This is an optimization exercise on Yosys and OpenROAD, whose aim is a short achievable clock period and few clock cycles per item, not a production implementation.
The RTL was checked by simulation tests, not by an equivalence proof against the original design.
No activity file was given, so power comes from the tool's default toggle rates.

==> flow/design.v (excerpt) <==
module bsr_scheduler
#(
    parameter int BLOCK_DIM = 8   
) (
    input  wire logic        clk_gated,
    input  wire logic        rst_n,
    input  wire logic        start,
    input  wire logic [15:0] cfg_num_block_rows,
    output logic             meta_rd_en,
    output bsr_format_pkg::meta_req_t meta_req,
    input  wire logic [31:0] meta_rd_data,
    input  wire logic        meta_rd_valid,
    output logic             block_rd_en,
    output logic [31:0]      block_rd_addr,
    input  wire logic [7:0]  block_rd_data,
    output logic             systolic_valid,
    output logic [8*BLOCK_DIM*BLOCK_DIM-1:0] systolic_block,
    output bsr_sched_pkg::block_pos_t systolic_pos,
    input  wire logic        systolic_ready,
    input  wire logic        systolic_done,
    output logic             busy,
    output logic             done,
    output logic [31:0]      blocks_processed
);
    localparam int NBYTES = BLOCK_DIM * BLOCK_DIM;
    localparam int CNT_W  = $clog2(NBYTES);
    localparam logic [CNT_W-1:0] KLAST = CNT_W'(NBYTES - 1);
    localparam int MS_RP0  = 0;   
    localparam int MS_RP   = 1;   
    localparam int MS_CHKA = 2;   
    localparam int MS_CHK  = 3;   
    localparam int MS_COL  = 4;   
    localparam int MS_NROW = 5;   
    localparam int MS_END  = 6;   
    localparam int MS_N    = 7;
    logic            run_start;   
    logic            hand;        
    logic [MS_N-1:0] ms;
    logic            q0v, q1v;    
    logic            pop;         
    logic            nbusy;       
    logic            vld_i;       
  ...
For scale: about 1700 cells after synthesis, ~690 I/O pins.
clock: 4.0 ns
lec_check: 0
cap_margin: 20
core_margin: 2
core_utilization: 40
cts_cluster_diameter: 100
cts_cluster_size: 25
place_density: 0.6
setup_slack_margin: 2.2
slew_margin: 20
run.sh (not shown) runs the stock make flow with config.mk's settings and CLKGATE_MAP_FILE= SYNTH_SCRIPT=/design/flow/synth_recipe.tcl, a recipe that flattens the netlist after the stock synthesis.
The starting point passed the timing, design-rule and antenna checks.
Testbench counts at the start, summed over its fixed seeds: cycles 56,319, items 858.
Change:
CORE_UTILIZATION = 35   (was 40)
CTS_CLUSTER_DIAMETER = 60   (was 100)
CTS_CLUSTER_SIZE = 20   (was 25)
PLACE_DENSITY = 0.55   (was 0.6)
SETUP_SLACK_MARGIN = 2.4   (was 2.2)
Sequential share of layout area went down by 5.5 points.
Area after synthesis does not change.
Global-route usage went down by 0.60 points.
Register-to-register slack degrades by 90 ps.
Core utilization goes down by 2.4 points.
Total power goes up by 19%.
Via count increases by 5.2%.
Routed wire length rises by 11%.
Change:
SETUP_SLACK_MARGIN = 2.2   (was 2.4)
The changed run passed the timing, design-rule and antenna checks; sequential share of layout area grows by 2.6 points; worst hold slack gains 51 ps; via count shrinks slightly; cell count shrinks slightly; critical path depth is unchanged; register-to-register slack gains 80 ps; setup slack gains 76 ps; global-route usage shrinks by 0.41 points; die area is unchanged; power shrinks by a few percent.
Change:
CTS_CLUSTER_DIAMETER = 80   (was 60)
Result: The changed run passed the timing, design-rule and antenna checks. Utilization fell by 0.88 points. Critical path depth does not change. Total power fell by 6.7%. Area after synthesis does not change.
Change:
CORE_UTILIZATION = 30   (was 35)
CTS_CLUSTER_DIAMETER = 100   (was 80)
CTS_CLUSTER_SIZE = 25   (was 20)
PLACE_DENSITY = 0.5   (was 0.55)
Result: The changed run completed with no timing, DRC or antenna violations. Synthesized area does not change. Fmax decreases by 5.7%. Die area increases by 16%. Wire length increases by 4.8%. Flip-flop and latch count is unchanged. Count of clock-buffer cells in the layout decreases by 15. Setup slack degrades by 120 ps.

---

the previous run:
Another version of the RTL of bsr_scheduler (not shown whole).
Size in the first run: about 1,800 cells after synthesis, about 1,300 flip-flops, ~690 I/O pins, about 42,000 um2 of cells after synthesis.
clock: 4.0 ns
lec_check: 0
cap_margin: 20
core_margin: 2
core_utilization: 40
place_density: 0.6
setup_slack_margin: 2.2
slew_margin: 20
The previous run completed end to end with timing, DRC and antenna clean.
Testbench counts of the previous run, summed over its fixed seeds: cycles 56,367, items 858.
> inputs changed (the previous run -> the current run)
- SETUP_SLACK_MARGIN removed (was 2.2)
Results
The current run closes out successfully: all stages finished, all timing, DRC and antenna checks passed.
Taking the previous run as the reference point, the clock period minus worst slack of the current run rises by 0.56 ns.
The achievable clock frequency in the current run is 0.79 times that in the previous run.
The previous run ended up with reg -> out as its path type of the worst setup path; the current run ended up with reg -> reg.
The current run and the previous run ended up with roughly the same design area.
Total global-route track usage: the current run < the previous run
[the current run vs the previous run] post-route clock period utilization: higher in the current run
The signal arrival time at the worst endpoint of the current run is higher than that of the previous run.
Worst setup slack on the current run is down relative to the previous run.
Relative max-transition margin deteriorates in the current run relative to the previous run.

---

bsr_scheduler, a different RTL version from the one above (not shown whole).
Size in the first run: roughly 910 flip-flops, ~690 I/O pins.
Settings: LEC_CHECK=0, CAP_MARGIN=20, CORE_MARGIN=2, CORE_UTILIZATION=40, PLACE_DENSITY=0.6, SETUP_SLACK_MARGIN=2.2, SLEW_MARGIN=20; clock period 4.0 ns.
Testbench counts at the start, summed over its fixed seeds: cycles 56,319, items 858.
Change:
CORE_UTILIZATION = 30   (was 40)
CTS_CLUSTER_DIAMETER = 100   (was not set)
CTS_CLUSTER_SIZE = 25   (was not set)
PLACE_DENSITY = 0.5   (was 0.6)
Result: The new run finished clean. Setup slack is better by 0.034 ns. Design area falls by 1.9%. Power falls by 13%. Sequential share of layout area rises by 1.2 points. Routed wire length rises by 4.7%. Core utilization falls by 14 points. Global-route usage falls by 4.8 points.

---

bsr_scheduler, a different RTL version from the one above (not shown whole).
Size in the first run: roughly 1700 cells after synthesis, ~910 flip-flops, ~0.030 mm^2 of cells after synthesis.
clock: 4.0 ns
lec_check: 0
cap_margin: 20
core_margin: 2
core_utilization: 38
cts_cluster_diameter: 60
cts_cluster_size: 20
place_density: 0.58
setup_slack_margin: 2.2
slew_margin: 20
The first run went through all stages and came out clean.
Testbench counts at the start, summed over its fixed seeds: cycles 56,319, items 858.
Next try:
CORE_UTILIZATION = 35   (was 38)
PLACE_DENSITY = 0.55   (was 0.58)
Non-clock buffer count climbs by 7.
Area after synthesis stays the same.
Setup slack got worse by 0.022 ns.
Routed wire length climbs by 4.7%.
Critical path depth does not change.
Final cell count climbs by 2.9%.
Maximum frequency drops by 1.1%.
Next try:
SETUP_SLACK_MARGIN = 2.4   (was 2.2)
Effect: Routed wire length went down by 1.9%. Non-clock buffer count went up by 81. Sequential share of layout area went down by 2.1 points. Die area is unchanged. Synthesized area does not change. Via count went up by 1.1%. Core utilization went up by 1.6 points. Clock skew went up by 0.0044 ns. Cell count went up by 2.5%. Clock-buffer cell count went up by 3.

---

RTL: one of the versions met above, not the one the previous note started from.
For scale: about 1,700 cells after synthesis, ~690 I/O pins, ~30,000 µm² of cells after synthesis.
Settings: LEC_CHECK=0, CAP_MARGIN=20, CORE_MARGIN=2, CORE_UTILIZATION=40, CTS_CLUSTER_DIAMETER=100, CTS_CLUSTER_SIZE=25, PLACE_DENSITY=0.6, SETUP_SLACK_MARGIN=2.2, SLEW_MARGIN=20; clock period 4.0 ns.
Testbench counts at the start, summed over its fixed seeds: cycles 56,319, items 858.
Rerun with:
- CORE_UTILIZATION: 40 -> 30
- PLACE_DENSITY: 0.6 -> 0.5
- SETUP_SLACK_MARGIN: 2.2 -> 2.6
- The changed run ran to the end with no violations
- power came out higher by a few percent
- worst setup slack gains 11 ps
- clock-buffer cell count decreases by 4
- sequential share of layout area goes down by 3.4 points

---

The RTL this note starts from:
==> flow/design.v <==
`default_nettype none
package bsr_format_pkg;
    typedef enum logic [1:0] {
        META_ROW_PTR = 2'd0,   
        META_COL_IDX = 2'd1    
    } meta_kind_e;
    parameter int META_ADDR_W = 8;    
    parameter int BLK_IDX_W   = 16;   
    parameter int BLK_POS_W   = 16;   
    typedef struct packed {
        meta_kind_e             kind;   
        logic [META_ADDR_W-1:0] addr;   
    } meta_req_t;
endpackage
`default_nettype wire
`default_nettype none
package bsr_sched_pkg;
    typedef enum logic [3:0] {
        IDLE        = 4'd0,    
        ROW_PTR_LO  = 4'd1,    
        ROW_PTR_HI  = 4'd2,    
        CHECK_EMPTY = 4'd3,    
        COL_IDX     = 4'd4,    
        LOAD        = 4'd5,    
        OFFER       = 4'd6,    
        WAIT_DONE   = 4'd7,    
        NEXT_BLOCK  = 4'd8,    
        NEXT_ROW    = 4'd9,    
        FINISH      = 4'd10    
    } sched_state_e;
    typedef struct packed {
        logic [15:0] row;   
        logic [15:0] col;   
    } block_pos_t;
endpackage
`default_nettype wire
`default_nettype none
import bsr_format_pkg::*;
import bsr_sched_pkg::*;
module bsr_scheduler
#(
    parameter int BLOCK_DIM = 8   
) (
    input  wire logic        clk_gated,
    input  wire logic        rst_n,
    input  wire logic        start,
    input  wire logic [15:0] cfg_num_block_rows,
    output logic             meta_rd_en,
    output bsr_format_pkg::meta_req_t meta_req,
    input  wire logic [31:0] meta_rd_data,
    input  wire logic        meta_rd_valid,
    output logic             block_rd_en,
    output logic [31:0]      block_rd_addr,
    input  wire logic [7:0]  block_rd_data,
    output logic             systolic_valid,
    output logic [8*BLOCK_DIM*BLOCK_DIM-1:0] systolic_block,
    output bsr_sched_pkg::block_pos_t systolic_pos,
    input  wire logic        systolic_ready,
    input  wire logic        systolic_done,
    output logic             busy,
    output logic             done,
    output logic [31:0]      blocks_processed
);
    localparam int NBYTES = BLOCK_DIM * BLOCK_DIM;
    localparam int CNT_W  = $clog2(NBYTES);
    localparam int BBITS  = 8 * NBYTES;
    localparam logic [CNT_W-1:0] KLAST = CNT_W'(NBYTES - 1);
    localparam int MS_RP0  = 0;   
    localparam int MS_RP   = 1;   
    localparam int MS_CHKA = 2;   
    localparam int MS_CHK  = 3;   
    localparam int MS_COL  = 4;   
    localparam int MS_NROW = 5;   
    localparam int MS_END  = 6;   
    localparam int MS_N    = 7;
    logic            run_start;   
    logic            hand;        
    logic [MS_N-1:0] ms;
    logic            q0v, q1v;    
    logic            pop;         
    assign run_start = start & ~busy;
    assign hand      = systolic_valid & systolic_ready;
    logic [15:0] num_rows;
    logic        abusy;   
    logic        fin;     
    assign fin = busy & ms[MS_END] & ~q0v & ~systolic_valid & (~abusy | systolic_done);
    always_ff @(posedge clk_gated or negedge rst_n) begin
        if (!rst_n) begin
            busy  <= 1'b0;
            done  <= 1'b0;
            abusy <= 1'b0;
        end else begin
            if (run_start) begin
                busy <= (cfg_num_block_rows != 16'd0);
                done <= (cfg_num_block_rows == 16'd0);   
            end else if (fin) begin
                busy <= 1'b0;
                done <= 1'b1;
            end
            if (run_start) begin
                abusy <= 1'b0;
            end else if (hand) begin
                abusy <= 1'b1;
            end else if (systolic_done) begin
                abusy <= 1'b0;
            end
        end
    end
    always_ff @(posedge clk_gated) begin
        if (run_start) begin
            num_rows <= cfg_num_block_rows;
        end
    end
    logic [7:0] bp_lo, bp_hi;
    logic       bp_c;
    assign blocks_processed = {16'd0, bp_hi, bp_lo};
    always_ff @(posedge clk_gated or negedge rst_n) begin
        if (!rst_n) begin
            bp_lo <= '0;
            bp_hi <= '0;
            bp_c  <= 1'b0;
        end else if (run_start) begin
            bp_lo <= '0;
            bp_hi <= '0;
            bp_c  <= 1'b0;
        end else begin
            bp_lo <= bp_lo + {7'd0, hand};
            bp_c  <= hand & (bp_lo == 8'hff);
            bp_hi <= bp_hi + {7'd0, bp_c};
        end
    end
    logic            pending;     
    logic            mv_q;        
    logic [15:0]     md_q;        
    logic [15:0]     r;           
    logic [15:0]     rn;          
    logic [15:0]     rn1;         
    logic [15:0]     rend;        
    logic [15:0]     jm;          
    logic [15:0]     jm1;         
    logic            j_eq;        
    logic            r_eq;        
    logic            push;        
    logic            go_row0;     
    logic            go_rp;       
    logic            go_col;      
    logic [MS_N-1:0] ms_n;
    assign push    = ms[MS_COL] & mv_q;
    assign go_row0 = run_start & (cfg_num_block_rows != 16'd0);
    assign go_col  = ms[MS_CHK] & ~j_eq & ~q1v;
    assign go_rp   = (ms[MS_RP0] & mv_q) | (ms[MS_NROW] & ~r_eq);
    always_comb begin
        ms_n          = ms;
        ms_n[MS_RP0]  = ms[MS_RP0] & ~mv_q;
        ms_n[MS_RP]   = (ms[MS_RP] & ~mv_q) | go_rp;
        ms_n[MS_CHKA] = (ms[MS_RP] | ms[MS_COL]) & mv_q;
        ms_n[MS_CHK]  = ms[MS_CHKA] | (ms[MS_CHK] & ~j_eq & q1v);
        ms_n[MS_COL]  = (ms[MS_COL] & ~mv_q) | go_col;
        ms_n[MS_NROW] = ms[MS_CHK] & j_eq;
        ms_n[MS_END]  = ms[MS_END] | (ms[MS_NROW] & r_eq);
        if (run_start) begin
            ms_n         = '0;
            ms_n[MS_RP0] = go_row0;
        end
    end
    always_ff @(posedge clk_gated or negedge rst_n) begin
        if (!rst_n) begin
            ms         <= '0;
            pending    <= 1'b0;
            mv_q       <= 1'b0;
            meta_rd_en <= 1'b0;
        end else begin
            ms         <= ms_n;
            mv_q       <= pending & meta_rd_valid;
            meta_rd_en <= go_row0 | go_rp | go_col;
            pending    <= go_row0 | go_rp | go_col | (pending & ~meta_rd_valid);
        end
    end
    always_ff @(posedge clk_gated) begin
        md_q <= meta_rd_data[15:0];
        jm1  <= jm + 16'd1;
        rn1  <= rn + 16'd1;
        j_eq <= (jm == rend);
        r_eq <= (rn == num_rows);
        if (run_start) begin
            meta_req.kind <= META_ROW_PTR;
            meta_req.addr <= '0;
        end
        if (ms[MS_RP0] & mv_q) begin
            jm            <= md_q;
            r             <= '0;
            rn            <= 16'd1;
            meta_req.kind <= META_ROW_PTR;
            meta_req.addr <= 8'd1;
        end
        if (ms[MS_RP] & mv_q) begin
            rend <= md_q;
        end
        if (ms[MS_CHK]) begin
            meta_req.kind <= META_COL_IDX;
            meta_req.addr <= jm[META_ADDR_W-1:0];
        end
        if (push) begin
            jm <= jm1;
        end
        if (ms[MS_NROW]) begin
            r             <= rn;
            rn            <= rn1;
            meta_req.kind <= META_ROW_PTR;
            meta_req.addr <= rn1[META_ADDR_W-1:0];
        end
    end
    logic [31:0] q0, q1;
    always_ff @(posedge clk_gated or negedge rst_n) begin
        if (!rst_n) begin
            q0v <= 1'b0;
            q1v <= 1'b0;
        end else if (run_start) begin
            q0v <= 1'b0;
            q1v <= 1'b0;
        end else if (push & ~pop) begin
            q0v <= 1'b1;
            q1v <= q0v;
        end else if (pop & ~push) begin
            q0v <= q1v;
            q1v <= 1'b0;
        end
    end
    always_ff @(posedge clk_gated) begin
        if (push & (pop ? ~q1v : ~q0v)) begin
            q0 <= {r, md_q};
        end else if (pop) begin
            q0 <= q1;
        end
        if (push) begin
            q1 <= {r, md_q};
        end
    end
    logic             srun;     
    logic [15:0]      jr;       
    logic [15:0]      jr1;      
    logic [CNT_W-1:0] kr;       
    logic [CNT_W-1:0] k1;       
    logic             v1;       
    logic             l1;       
    logic             acc;      
    logic             drop;     
    logic             last_n;   
    logic             stop;
    assign acc    = ~systolic_valid | systolic_ready;
    assign drop   = v1 & ~acc;
    assign pop    = v1 & l1;   
    assign stop   = ms[MS_END] & ~q0v;
    assign last_n = drop ? (k1 == KLAST)
                  : block_rd_en ? (kr == KLAST - 1'b1)
                  : (kr == KLAST);
    assign block_rd_addr = {10'd0, jr, kr};
    always_ff @(posedge clk_gated or negedge rst_n) begin
        if (!rst_n) begin
            srun        <= 1'b0;
            block_rd_en <= 1'b0;
            v1          <= 1'b0;
            l1          <= 1'b0;
        end else begin
            v1 <= block_rd_en & ~drop;   
            l1 <= block_rd_en & (kr == KLAST);
            if (run_start) begin
                srun        <= 1'b0;
                block_rd_en <= 1'b0;
            end else if (ms[MS_RP0] & pending & meta_rd_valid) begin
                srun        <= 1'b1;   
                block_rd_en <= 1'b1;
            end else if (stop) begin
                srun        <= 1'b0;
                block_rd_en <= 1'b0;
            end else begin
                block_rd_en <= srun & (~last_n | q0v);
            end
        end
    end
    always_ff @(posedge clk_gated) begin
        jr1 <= jr + 16'd1;
        k1  <= kr;
        if (ms[MS_RP0] & meta_rd_valid) begin
            jr <= meta_rd_data[15:0];
            kr <= '0;
        end else if (drop) begin
            kr <= k1;
        end else if (block_rd_en) begin
            kr <= kr + 1'b1;
            if (kr == KLAST) begin
                jr <= jr1;
            end
        end
        if (v1 & acc) begin
            systolic_block <= {block_rd_data, systolic_block[BBITS-1:8]};
        end
        if (pop) begin
            systolic_pos <= q0;
        end
    end
    always_ff @(posedge clk_gated or negedge rst_n) begin
        if (!rst_n) begin
            systolic_valid <= 1'b0;
        end else if (pop) begin
            systolic_valid <= 1'b1;
        end else if (systolic_ready) begin
            systolic_valid <= 1'b0;
        end
    end
endmodule
`default_nettype wire
make LEC_CHECK=0 CAP_MARGIN=20 CORE_MARGIN=2 CORE_UTILIZATION=60 PLACE_DENSITY=0.75 SETUP_SLACK_MARGIN=2.2 SLEW_MARGIN=20 finish   # period 4.0 ns
Testbench counts at the start, summed over its fixed seeds: cycles 56,319, items 858.
Edit:
--- a/flow/config.mk
+++ b/flow/config.mk
@@ -10,2 +10,2 @@
-export CORE_UTILIZATION = 60
-export PLACE_DENSITY = 0.75
+export CORE_UTILIZATION = 40
+export PLACE_DENSITY = 0.6
=> Design area is lower by about 1.4%; power goes down by 3.2%; worst setup slack improved by 71 ps; utilization came out lower by 30 points; wire length drops by 16%; count of clock-buffer cells in the layout came out higher by 8; cell count rose by 6.9%.

-- static timing again, ports no longer ideal --
Ports are ideal in the flow. The routed layouts listed here were re-timed in OpenROAD.
Step 1, drivers: a clkbuf_16 drives clk_gated and a buf_2 each remaining input, both assumed.
Step 2 also shifts input and output timing later by t, the mid clock arrival at the registers, as if the neighbouring blocks saw the same clock.
Three values: no drivers, after step 1, after step 2; two values: the first two.
run | t, ns | setup WS [ns] | hold WS [ns]
the first run of note 1 | 0.655 | 1.966 / 1.903 / 1.594 | 0.178 / 0.145 / 0.412
the second run of note 1 | 0.681 | 1.931 / 1.864 / 1.539 | 0.283 / 0.242 / 0.427
the third run of note 1 | 0.673 | 2.007 / 1.940 / 1.580 | 0.333 / 0.294 / 0.414
the fourth run of note 1 | 0.679 | 1.990 / 1.923 / 1.570 | 0.321 / 0.280 / 0.412
the fifth run of note 1 | 0.696 | 1.869 / 1.795 / 1.414 | 0.307 / 0.257 / 0.407
the previous run | 0.785 | 1.839 / 1.775 / 1.454 | 0.348 / 0.348 / 0.348
the current run | 0.780 | 1.276 / 1.268 / 1.233 | 0.348 / 0.348 / 0.348
the first run of note 3 | 0.695 | 1.921 / 1.860 / 1.426 | 0.335 / 0.301 / 0.429
the second run of note 3 | 0.685 | 1.954 / 1.889 / 1.458 | 0.261 / 0.231 / 0.417
the first run of note 4 | 0.665 | 1.955 / 1.894 / 1.564 | 0.198 / 0.162 / 0.413
the second run of note 4 | 0.682 | 1.932 / 1.870 / 1.555 | 0.201 / 0.167 / 0.417
the third run of note 4 | 0.669 | 1.985 / 1.922 / 1.494 | 0.200 / 0.161 / 0.403
the first run of note 5 | 0.653 | 1.935 / 1.876 / 1.487 | 0.109 / 0.074 / 0.443
the second run of note 5 | 0.669 | 1.947 / 1.925 / 1.403 | 0.133 / 0.096 / 0.409
the first run of note 6 | 0.673 | 1.838 / 1.779 / 1.586 | 0.412 / 0.412 / 0.412
the second run of note 6 | 0.677 | 1.910 / 1.844 / 1.552 | 0.298 / 0.270 / 0.399
After both steps every run listed still meets setup and hold. For the second run of note 5, which loses most, drivers alone change the setup slack by -0.022 ns; drivers and shift together by -0.544 ns.
